From an optimization exercise on the open Yosys and OpenROAD flow, aimed at small area, a short achievable clock period and few clock cycles per item; shortcuts taken in it are not production practice.
In this exercise RTL edits were held to simulation tests only and were not proved equivalent to the original.
No activity file was given, so power comes from the tool's default toggle rates.

==> design.v <==
`timescale 1ns / 1ps
`default_nettype none
package ptrf_pkg;
   localparam int PEER_SLOTS_DEFAULT = 8;
   localparam int MODE_W   = 2;
   localparam int MAC_W    = 48;
   localparam int MEMBER_W = 8;
   localparam int SEQ_W    = 32;
   localparam int STATUS_W = 3;
   localparam int SLOT_W   = 3;
   localparam logic [MODE_W-1:0] MODE_LEARN  = 2'd0;
   localparam logic [MODE_W-1:0] MODE_ACCEPT = 2'd1;
   localparam logic [MODE_W-1:0] MODE_LOOKUP = 2'd2;
   localparam logic [MODE_W-1:0] MODE_CLEAR  = 2'd3;
   localparam logic [STATUS_W-1:0] STATUS_OK          = 3'd0;
   localparam logic [STATUS_W-1:0] STATUS_MAC_REFUSED = 3'd1;
   localparam logic [STATUS_W-1:0] STATUS_UNKNOWN     = 3'd2;
   localparam logic [STATUS_W-1:0] STATUS_FULL        = 3'd3;
   localparam logic [STATUS_W-1:0] STATUS_STALE       = 3'd4;
   localparam logic [STATUS_W-1:0] STATUS_NO_MATCH    = 3'd5;
   typedef struct packed {
      logic                valid;
      logic [MAC_W-1:0]    mac;
      logic [MEMBER_W-1:0] member;
      logic [SEQ_W-1:0]    seq;
   } entry_type;
   typedef struct packed {
      logic mac_en;
      logic seq_en;
      logic set_valid;
      logic clear_all;
   } wr_type;
   typedef struct packed {
      logic mac_eq;
      logic member_eq;
      logic seq_le;
   } match_type;
endpackage
`default_nettype wire
`timescale 1ns / 1ps
`default_nettype none
module ptrf_match (
   input  logic [ptrf_pkg::MAC_W-1:0]    op_mac,
   input  logic [ptrf_pkg::MEMBER_W-1:0] op_member,
   input  logic [ptrf_pkg::SEQ_W-1:0]    op_seq,
   input  ptrf_pkg::entry_type           entry,
   output ptrf_pkg::match_type           match_res
);
   assign match_res.mac_eq    = (entry.mac == op_mac);
   assign match_res.member_eq = (entry.member == op_member);
   assign match_res.seq_le    = (op_seq <= entry.seq);
endmodule
`default_nettype wire
`timescale 1ns / 1ps
`default_nettype none
module ptrf_store #(
   parameter int PEER_SLOTS = ptrf_pkg::PEER_SLOTS_DEFAULT,
   parameter int IDX_W      = 3
) (
   input  logic                          clock,
   input  logic                          reset,
   input  logic                          rd_en,
   input  logic [IDX_W-1:0]              rd_idx,
   output ptrf_pkg::entry_type           entry,
   input  ptrf_pkg::wr_type              wr,
   input  logic [IDX_W-1:0]              wr_idx,
   input  logic [ptrf_pkg::MAC_W-1:0]    wr_mac,
   input  logic [ptrf_pkg::MEMBER_W-1:0] wr_member,
   input  logic [ptrf_pkg::SEQ_W-1:0]    wr_seq
);
   logic [ptrf_pkg::MAC_W-1:0]    mac_mem_ff    [PEER_SLOTS];
   logic [ptrf_pkg::MEMBER_W-1:0] member_mem_ff [PEER_SLOTS];
   logic [ptrf_pkg::SEQ_W-1:0]    seq_mem_ff    [PEER_SLOTS];
   logic [PEER_SLOTS-1:0] valid_ff;
   logic [PEER_SLOTS-1:0] valid_in;
   logic [PEER_SLOTS-1:0] seq_written_ff;
   logic [PEER_SLOTS-1:0] seq_written_in;
   logic                rd_valid_ff;
   logic [ptrf_pkg::MAC_W-1:0]    rd_mac_ff;
   logic [ptrf_pkg::MEMBER_W-1:0] rd_member_ff;
   logic [ptrf_pkg::SEQ_W-1:0]    rd_seq_ff;
   logic                rd_seq_written_ff;
   always_comb begin
      valid_in       = valid_ff;
      seq_written_in = seq_written_ff;
      if (wr.clear_all) begin
         valid_in = '0;
      end else if (wr.set_valid) begin
         valid_in[wr_idx] = 1'b1;
      end
      if (wr.seq_en) begin
         seq_written_in[wr_idx] = 1'b1;
      end
   end
   always_ff @(posedge clock) begin
      if (reset) begin
         valid_ff       <= '0;
         seq_written_ff <= '0;
      end else begin
         valid_ff       <= valid_in;
         seq_written_ff <= seq_written_in;
      end
   end
   always_ff @(posedge clock) begin
      if (wr.mac_en) begin
         mac_mem_ff[wr_idx]    <= wr_mac;
         member_mem_ff[wr_idx] <= wr_member;
      end
      if (wr.seq_en) begin
         seq_mem_ff[wr_idx] <= wr_seq;
      end
   end
   always_ff @(posedge clock) begin
      if (rd_en) begin
         rd_valid_ff       <= valid_ff[rd_idx];
         rd_mac_ff         <= mac_mem_ff[rd_idx];
         rd_member_ff      <= member_mem_ff[rd_idx];
         rd_seq_ff         <= seq_mem_ff[rd_idx];
         rd_seq_written_ff <= seq_written_ff[rd_idx];
      end
   end
   assign entry.valid  = rd_valid_ff;
   assign entry.mac    = rd_mac_ff;
   assign entry.member = rd_member_ff;
   assign entry.seq    = rd_seq_written_ff ? rd_seq_ff : '0;
endmodule
`default_nettype wire
`timescale 1ns / 1ps
`default_nettype none
module peer_table_replay_filter_top #(
   parameter int PEER_SLOTS = ptrf_pkg::PEER_SLOTS_DEFAULT
) (
   input  logic                          clock,
   input  logic                          reset,
   input  logic                          csr_write_enable,
   input  logic                          csr_write_data,
   input  logic                          req_valid,
   output logic                          req_stall,
   input  logic [ptrf_pkg::MODE_W-1:0]   req_mode,
   input  logic [ptrf_pkg::MAC_W-1:0]    req_peer_mac,
   input  logic [ptrf_pkg::MEMBER_W-1:0] req_member_id,
   input  logic [ptrf_pkg::SEQ_W-1:0]    req_sequence_req,
   input  logic                          req_reset_window,
   output logic                          rsp_valid,
   input  logic                          rsp_stall,
   output logic [ptrf_pkg::STATUS_W-1:0] rsp_status,
   output logic                          rsp_found,
   output logic [ptrf_pkg::SLOT_W-1:0]   rsp_slot,
   output logic [ptrf_pkg::MAC_W-1:0]    rsp_found_mac
);
   localparam int IDX_W = (PEER_SLOTS > 1) ? $clog2(PEER_SLOTS) : 1;
   localparam int CNT_W = $clog2(PEER_SLOTS + 1);
   typedef enum logic [1:0] {ST_IDLE, ST_SCAN, ST_PUT} state_type;
   typedef enum logic [1:0] {WR_NONE, WR_UPDATE, WR_SEQ, WR_NEW} wr_kind_type;
   state_type            state_ff, state_in;
   logic                 provisioned_ff;
   logic [ptrf_pkg::MODE_W-1:0]    op_mode_ff, op_mode_in;
   logic [ptrf_pkg::MAC_W-1:0]     op_mac_ff, op_mac_in;
   logic [ptrf_pkg::MEMBER_W-1:0]  op_member_ff, op_member_in;
   logic [ptrf_pkg::SEQ_W-1:0]     op_seq_ff, op_seq_in;
   logic                 op_rst_ff, op_rst_in;
   logic [CNT_W-1:0]     iss_ff, iss_in;
   logic                 chk_vld_ff, chk_vld_in;
   logic [IDX_W-1:0]     chk_idx_ff, chk_idx_in;
   logic                 free_seen_ff, free_seen_in;
   logic [IDX_W-1:0]     free_idx_ff, free_idx_in;
   wr_kind_type          wr_kind_ff, wr_kind_in;
   logic [IDX_W-1:0]     res_idx_ff, res_idx_in;
   logic [ptrf_pkg::STATUS_W-1:0]  res_status_ff, res_status_in;
   logic                 res_found_ff, res_found_in;
   logic [ptrf_pkg::MAC_W-1:0]     res_mac_ff, res_mac_in;
   logic                 rsp_valid_ff, rsp_valid_in;
   logic [ptrf_pkg::STATUS_W-1:0]  rsp_status_ff, rsp_status_in;
   logic                 rsp_found_ff, rsp_found_in;
   logic [ptrf_pkg::SLOT_W-1:0]    rsp_slot_ff, rsp_slot_in;
   logic [ptrf_pkg::MAC_W-1:0]     rsp_found_mac_ff, rsp_found_mac_in;
   logic                 req_take;
   logic                 out_free;
   logic                 rd_en;
   logic [IDX_W-1:0]     rd_idx;
   ptrf_pkg::entry_type            entry;
   ptrf_pkg::match_type            match_res;
   ptrf_pkg::wr_type               wr;
   logic                 last_slot;
   logic                 free_now;
   logic [IDX_W-1:0]     free_idx_now;
   assign req_take = req_valid && !req_stall;
   assign req_stall = (state_ff != ST_IDLE);
   assign out_free = !rsp_valid_ff || !rsp_stall;
   assign rd_en = (state_ff == ST_SCAN) && (iss_ff < CNT_W'(PEER_SLOTS));
   assign rd_idx = iss_ff[IDX_W-1:0];
   always_comb begin
      wr = '0;
      if (state_ff == ST_PUT && out_free) begin
         wr.mac_en    = (wr_kind_ff == WR_UPDATE) || (wr_kind_ff == WR_NEW);
         wr.seq_en    = (wr_kind_ff == WR_SEQ);
         wr.set_valid = (wr_kind_ff == WR_NEW);
      end
      wr.clear_all = req_take && (req_mode == ptrf_pkg::MODE_CLEAR);
   end
   ptrf_store #(
      .PEER_SLOTS (PEER_SLOTS),
      .IDX_W      (IDX_W)
   ) u_store (
      .clock     (clock),
      .reset     (reset),
      .rd_en     (rd_en),
      .rd_idx    (rd_idx),
      .entry     (entry),
      .wr        (wr),
      .wr_idx    (res_idx_ff),
      .wr_mac    (op_mac_ff),
      .wr_member (op_member_ff),
      .wr_seq    (op_seq_ff)
   );
   ptrf_match u_match (
      .op_mac    (op_mac_ff),
      .op_member (op_member_ff),
      .op_seq    (op_seq_ff),
      .entry     (entry),
      .match_res (match_res)
   );
   assign last_slot    = chk_vld_ff && (chk_idx_ff == IDX_W'(PEER_SLOTS - 1));
   assign free_now     = free_seen_ff || !entry.valid;
   assign free_idx_now = free_seen_ff ? free_idx_ff : chk_idx_ff;
   always_comb begin
      state_in         = state_ff;
      op_mode_in       = op_mode_ff;
      op_mac_in        = op_mac_ff;
      op_member_in     = op_member_ff;
      op_seq_in        = op_seq_ff;
      op_rst_in        = op_rst_ff;
      iss_in           = iss_ff;
      chk_vld_in       = 1'b0;
      chk_idx_in       = chk_idx_ff;
      free_seen_in     = free_seen_ff;
      free_idx_in      = free_idx_ff;
      wr_kind_in       = wr_kind_ff;
      res_idx_in       = res_idx_ff;
      res_status_in    = res_status_ff;
      res_found_in     = res_found_ff;
      res_mac_in       = res_mac_ff;
      rsp_valid_in     = rsp_valid_ff && rsp_stall;
      rsp_status_in    = rsp_status_ff;
      rsp_found_in     = rsp_found_ff;
      rsp_slot_in      = rsp_slot_ff;
      rsp_found_mac_in = rsp_found_mac_ff;
      case (state_ff)
         ST_IDLE: begin
            if (req_take) begin
               op_mode_in    = req_mode;
               op_mac_in     = req_peer_mac;
               op_member_in  = req_member_id;
               op_seq_in     = req_sequence_req;
               op_rst_in     = req_reset_window;
               iss_in        = '0;
               free_seen_in  = 1'b0;
               free_idx_in   = '0;
               wr_kind_in    = WR_NONE;
               res_idx_in    = '0;
               res_status_in = ptrf_pkg::STATUS_OK;
               res_found_in  = 1'b0;
               res_mac_in    = '0;
               if (req_mode == ptrf_pkg::MODE_CLEAR) begin
                  state_in = ST_PUT;
               end else begin
                  state_in = ST_SCAN;
               end
            end
         end
         ST_SCAN: begin
            if (rd_en) begin
               iss_in     = iss_ff + CNT_W'(1);
               chk_vld_in = 1'b1;
               chk_idx_in = rd_idx;
            end
            if (chk_vld_ff) begin
               case (op_mode_ff)
                  ptrf_pkg::MODE_LEARN: begin
                     if (entry.valid && (match_res.member_eq || match_res.mac_eq)) begin
                        state_in     = ST_PUT;
                        res_found_in = 1'b1;
                        res_idx_in   = chk_idx_ff;
                        if (provisioned_ff && !match_res.mac_eq) begin
                           res_status_in = ptrf_pkg::STATUS_MAC_REFUSED;
                        end else begin
                           res_status_in = ptrf_pkg::STATUS_OK;
                           wr_kind_in    = WR_UPDATE;
                        end
                     end else begin
                        free_seen_in = free_now;
                        free_idx_in  = free_idx_now;
                        if (last_slot) begin
                           state_in = ST_PUT;
                           if (provisioned_ff) begin
                              res_status_in = ptrf_pkg::STATUS_UNKNOWN;
                           end else if (free_now) begin
                              res_status_in = ptrf_pkg::STATUS_OK;
                              res_found_in  = 1'b1;
                              res_idx_in    = free_idx_now;
                              wr_kind_in    = WR_NEW;
                           end else begin
                              res_status_in = ptrf_pkg::STATUS_FULL;
                           end
                        end
                     end
                  end
                  ptrf_pkg::MODE_ACCEPT: begin
                     if (entry.valid && match_res.mac_eq) begin
                        state_in     = ST_PUT;
                        res_found_in = 1'b1;
                        res_idx_in   = chk_idx_ff;
                        if (!op_rst_ff && match_res.seq_le) begin
                           res_status_in = ptrf_pkg::STATUS_STALE;
                        end else begin
                           res_status_in = ptrf_pkg::STATUS_OK;
                           wr_kind_in    = WR_SEQ;
                        end
                     end else if (last_slot) begin
                        state_in      = ST_PUT;
                        res_status_in = ptrf_pkg::STATUS_NO_MATCH;
                     end
                  end
                  ptrf_pkg::MODE_LOOKUP: begin
                     if (entry.valid && match_res.member_eq) begin
                        state_in      = ST_PUT;
                        res_found_in  = 1'b1;
                        res_idx_in    = chk_idx_ff;
                        res_status_in = ptrf_pkg::STATUS_OK;
                        res_mac_in    = entry.mac;
                     end else if (last_slot) begin
                        state_in      = ST_PUT;
                        res_status_in = ptrf_pkg::STATUS_NO_MATCH;
                     end
                  end
                  default: begin
                     state_in = ST_PUT;
                  end
               endcase
            end
         end
         ST_PUT: begin
            if (out_free) begin
               state_in         = ST_IDLE;
               rsp_valid_in     = 1'b1;
               rsp_status_in    = res_status_ff;
               rsp_found_in     = res_found_ff;
               rsp_slot_in      = res_found_ff ? ptrf_pkg::SLOT_W'(res_idx_ff) : '0;
               rsp_found_mac_in = res_mac_ff;
            end
         end
         default: begin
            state_in = ST_IDLE;
         end
      endcase
   end
   always_ff @(posedge clock) begin
      if (reset) begin
         state_ff       <= ST_IDLE;
         provisioned_ff <= 1'b0;
         chk_vld_ff     <= 1'b0;
         rsp_valid_ff   <= 1'b0;
      end else begin
         state_ff         <= state_in;
         chk_vld_ff       <= chk_vld_in;
         rsp_valid_ff     <= rsp_valid_in;
         if (csr_write_enable) begin
            provisioned_ff <= csr_write_data;
         end
         op_mode_ff       <= op_mode_in;
         op_mac_ff        <= op_mac_in;
         op_member_ff     <= op_member_in;
         op_seq_ff        <= op_seq_in;
         op_rst_ff        <= op_rst_in;
         iss_ff           <= iss_in;
         chk_idx_ff       <= chk_idx_in;
         free_seen_ff     <= free_seen_in;
         free_idx_ff      <= free_idx_in;
         wr_kind_ff       <= wr_kind_in;
         res_idx_ff       <= res_idx_in;
         res_status_ff    <= res_status_in;
         res_found_ff     <= res_found_in;
         res_mac_ff       <= res_mac_in;
         rsp_status_ff    <= rsp_status_in;
         rsp_found_ff     <= rsp_found_in;
         rsp_slot_ff      <= rsp_slot_in;
         rsp_found_mac_ff <= rsp_found_mac_in;
      end
   end
   assign rsp_valid     = rsp_valid_ff;
   assign rsp_status    = rsp_status_ff;
   assign rsp_found     = rsp_found_ff;
   assign rsp_slot      = rsp_slot_ff;
   assign rsp_found_mac = rsp_found_mac_ff;
endmodule
`default_nettype wire
==> run.sh <==
#!/bin/bash
# synth_recipe.tcl (not shown) runs the flow's synth.tcl, then flattens the netlist and writes it again
# the make line also repeats each setting of config.mk as NAME=value (left out here)
make -C /OpenROAD-flow-scripts/flow DESIGN_CONFIG=/design/flow/config.mk WORK_HOME=/design/flow/orfs CLKGATE_MAP_FILE= SYNTH_SCRIPT=/design/flow/synth_recipe.tcl finish
==> config.mk <==
export PLATFORM = sky130hd
export DESIGN_NAME = peer_table_replay_filter_top
export DESIGN_NICKNAME = peer_table_replay_filter_top
export VERILOG_FILES = /design/flow/design.v
export SDC_FILE = /design/flow/constraint.sdc
export NUM_CORES = 4
export LEC_CHECK = 0
export CAP_MARGIN = 20
export CORE_MARGIN = 2
export CORE_UTILIZATION = 50
export SLEW_MARGIN = 20
==> constraint.sdc <==
create_clock -name core_clock -period 5.0 [get_ports {clock}]
set_input_delay 1.0000 -clock core_clock [delete_from_list [all_inputs] [get_ports {clock}]]
set_output_delay 1.0000 -clock core_clock [all_outputs]
set_load 0.01 [all_outputs]
==> results.sh <==
export IMPL_synth_area_leader_cell="edfxtp_1"
export IMPL_nNetsFinal=2168
export IMPL_grt_max_degree=148
export IMPL_gp_congestion=0.789
export IMPL_dr_pass1_iters=5
export IMPL_grt_most_used_layer="met2"
export IMPL_die_height_um=283
export IMPL_slew_headroom=0.300
export IMPL_drive_gt1_frac=0.229
export IMPL_synth_seq_cells=1029
export IMPL_cts_buffers=106
export IMPL_synth_edf_count=1008
export IMPL_first_global_vias=18873
export IMPL_grt_util_met2=0.345
export IMPL_synth_top_area_frac=0.778
export IMPL_drt_iter0_drc=1358
export IMPL_gr_total_overflow=0
export IMPL_core_area_mm2=0.0772
export IMPL_wire_per_inst_um=25.3
export IMPL_avgViaCountPerCell=5.62
export IMPL_yosysUniqueCellTypes=54
export IMPL_crit_arrival_ps=3560
export IMPL_grt_pass1_wl_mm=120
export IMPL_drcViolationCount=0
export IMPL_cts_htree_levels=3
export IMPL_syn_inst=1802
export IMPL_yosys_warnings=2
export IMPL_final_setup_viol_count=0
export IMPL_p_leak_uw=0.0143
export IMPL_met3_usage=0.0267
export IMPL_hold_buffers=0
export IMPL_critical_path_max_stage_delay_ps=1030
export IMPL_gr_usage_all_layers=0.201
export IMPL_cts_buffer_depth=3
export IMPL_ys_seq_area_frac=0.789
export IMPL_setup_worst_path_end_class="register"
export IMPL_r2r_slack_ps=1800
export IMPL_place_area_mm2=0.0420
export IMPL_clock_sinks=1029
export IMPL_setup_ws_ps=1800
export IMPL_powerDensity_mw_per_mm2=419
export IMPL_post_dp_hpwl_mm=44.7
export IMPL_die_area_mm2=0.0801
export IMPL_required_ps=5360
export IMPL_ys_flop_type="edfxtp_1"
export IMPL_synth_xor_area_frac=0.0135
export IMPL_crit_slowest_cell="edfxtp_1"
export IMPL_status="no timing/DRC/antenna violations"
export IMPL_path_class="register to register"
export IMPL_p_total_uw=19000
export IMPL_finalSetupTns_ps=0
export IMPL_finalClockSkew_ps=35.3
export IMPL_wl_mm=79.8
export IMPL_synth_top_family_by_area="multiplexers"
export IMPL_initial_utilization=0.504
export IMPL_fin_crit_sh=0.640
export IMPL_syn_to_final_growth_pct=16.7
export IMPL_critical_path_max_fanout=32
export IMPL_synth_area_per_cell_um2=21.6
export IMPL_nFillCells=5632
export IMPL_grt_met1_usage=0.273
export IMPL_worstMarginPinSlew_ps=1050
export IMPL_clk_pin_slew_ps=60
export IMPL_slew_viol_final=0
export IMPL_root_buffer="clkbuf_16"
export IMPL_synthesis_area_mm2=0.0389
export IMPL_fmax_mhz=312
export IMPL_insertion_delay_ps=670
export IMPL_num_vias=17733
export IMPL_antennaDiodeCount=0
export IMPL_synth_compound_area_frac=0.0118
export IMPL_portBuffers=153
export IMPL_synthMuxAreaShare=0.132
export IMPL_startpoint_type="register"
export IMPL_postSynth_asyncResetShare=0
export IMPL_die_x_um=283
export IMPL_antenna_found_initial=1
export IMPL_maxCapViolations=0
export IMPL_cts_tree="yes"
export IMPL_final_cell_mix="1008 x edfxtp_1, 180 x mux4_2, 153 x clkdlybuf4s50_1"
export IMPL_final_area_mm2=0.0454
export IMPL_dpl_worst_slack_ps=1380
export IMPL_syn_nets=1940
export IMPL_hold_class="register to register"
export IMPL_ant_nets=0
export IMPL_vdd_drop_max_mv=0.274
export IMPL_post_route_min_period_ps=3200
export IMPL_synth_area_leaders="edfxtp_1 78%, mux4_2 10%, mux2_2 2.6%, xnor2_1 1.3%, ha_1 1.3%"
export IMPL_layout_cells_most_common="edfxtp_1"
export IMPL_yosys_area_share_simple=0.0324
export IMPL_postCtsSetupBuffers=0
export IMPL_hold_viol=0
export IMPL_ctsResizeCount=0
export IMPL_io_pins=154
export IMPL_rsz0062_at_grt="false"
export IMPL_path_cells="nand2_1, ha_1, nor2b_1, o211ai_1, a2111oi_0, or4b_1, a21oi_1, a21o_1, a211oi_2"
export IMPL_synthAdderAreaFrac=0.0132
export IMPL_rows=102
## power breakdown
part	internal, µW	leakage, µW	switching [µW]
Combinational	644	0.00339	726
Sequential	9820	0.00931	224
Clock	4430	0.00165	3180
## logic make-up (layout without fill, tap and decap cells)
group           Yosys count  count (layout)
flops                  1029            1029
compound gates           71              71
mux                     276             276
buf+inv                  80             393
xor+xnor                 60              60
fa+ha+maj                41              41
simple gates            245             245
## worst paths after layout
| check | from | to | depth (start not counted) |
|---|---|---|---|
| worst max-delay path | u_store.rd_seq_written_ff | wr_kind_ff[0] | 9 |
| worst min-delay path | res_mac_ff[36] | rsp_found_mac_ff[36] | 0 |
| worst max register to register | u_store.rd_seq_written_ff | wr_kind_ff[0] | 9 |
| worst min register to register | res_mac_ff[36] | rsp_found_mac_ff[36] | 0 |
## layout make-up
class	count	area (µm²)	area share
Timing Repair Buffer	188	1980	0.0436
Tap cell	1040	1300	0.0286
Clock buffer	127	2790	0.0615
Sequential cell	1029	30700	0.676
Clock inverter	66	581	0.0128
Multi-Input combinational cell	693	8030	0.177
Inverter	12	45.0	0.000992
## layer usage
layer  up-vias  share of wire  routed length, µm
li1       7818              -                  -
met1      9365           0.42              33600
met2       438           0.52              41200
met3       112          0.040               3190
met4         0          0.022               1790
met5         -              0                  0
## flip-flops by register name, summed over array words and instances (netlist names), 3 cells and up
register                count
rsp_slot_ff                 3
free_idx_ff                 3
u_store.mac_mem_ff        384
u_store.seq_mem_ff        256
u_store.rd_seq_ff          32
rsp_status_ff               3
rsp_found_mac_ff           48
chk_idx_ff                  3
res_mac_ff                 48
u_store.seq_written_ff      8
op_member_ff                8
op_seq_ff                  32
u_store.rd_member_ff        8
u_store.valid_ff            8
u_store.rd_mac_ff          48
res_status_ff               3
op_mac_ff                  48
iss_ff                      4
res_idx_ff                  3
u_store.member_mem_ff      64
## per-stage QoR
| step | instances | hold slack [ps] | utilization |
|---|---|---|---|
| after detailed placement | 2962 | 405 | 0.545 |
| after global placement | 2962 | 408 | 0.545 |
| after global routing | 3155 | 425 | 0.588 |
| after CTS | 3155 | 419 | 0.588 |
| after floorplan | 1802 | 400 | - |
| final | 3155 | 417 | 0.588 |
## worst max-delay path: cells and delay by family, from the launching register on
| kind | cells | cell delay, ps |
|---|---|---|
| fa+ha+maj | 1 | 340 |
| compound gates | 5 | 800 |
| simple gates | 3 | 740 |
| flops | 1 | 1030 |
## synth_stat cells, types with 2 or more instances
| cell | n |
|---|---|
| nor3b_1 | 2 |
| buf_2 | 23 |
| nor4_2 | 3 |
| mux4_2 | 180 |
| nor4_1 | 4 |
| o31ai_1 | 2 |
| inv_1 | 11 |
| o22ai_1 | 3 |
| ha_1 | 41 |
| nand3b_1 | 2 |
| o211ai_1 | 3 |
| a221oi_2 | 2 |
| xnor2_1 | 59 |
| edfxtp_1 | 1008 |
| a21oi_1 | 40 |
| a211oi_1 | 2 |
| dfxtp_1 | 21 |
| nand3_1 | 9 |
| mux2_2 | 90 |
| clkbuf_1 | 37 |
| o21ai_0 | 4 |
| nand2_1 | 60 |
| nor3_1 | 18 |
| nor2b_1 | 4 |
| nand4_1 | 22 |
| a21o_1 | 4 |
| and2_1 | 54 |
| mux2i_1 | 6 |
| nor2_1 | 55 |
| a221oi_1 | 2 |
| buf_1 | 8 |
Testbench counts, summed over its fixed seeds: cycles 53,179, requests 6,400.

[port drivers added, routing unchanged]
The results above use ideal ports. As a check the final layout listed here was re-extracted and re-timed, cells and wires unchanged.
Step 1 assumes that a clkbuf_16 drives the clock port and a buf_2 every other input.
Step 2 adds t to the input delays and takes it off the output delays; t is the mean of the earliest and latest rising clock arrival at the registers after step 1. Input paths then give back, and output paths get back, about the clock's delay inside the block.
Three values: ideal, step 1, step 2; two values: the first two.
t (ns): 0.721
setup WS [ns]: 1.799 / 1.799 / 1.342
hold WS [ns]: 0.417 / 0.417 / 0.417
worst register clock-pin slew, ns: 0.06 / 0.06
After both steps this run still meets setup and hold. For this run, drivers alone change the setup slack by 0.000 ns; drivers and shift together by -0.457 ns.
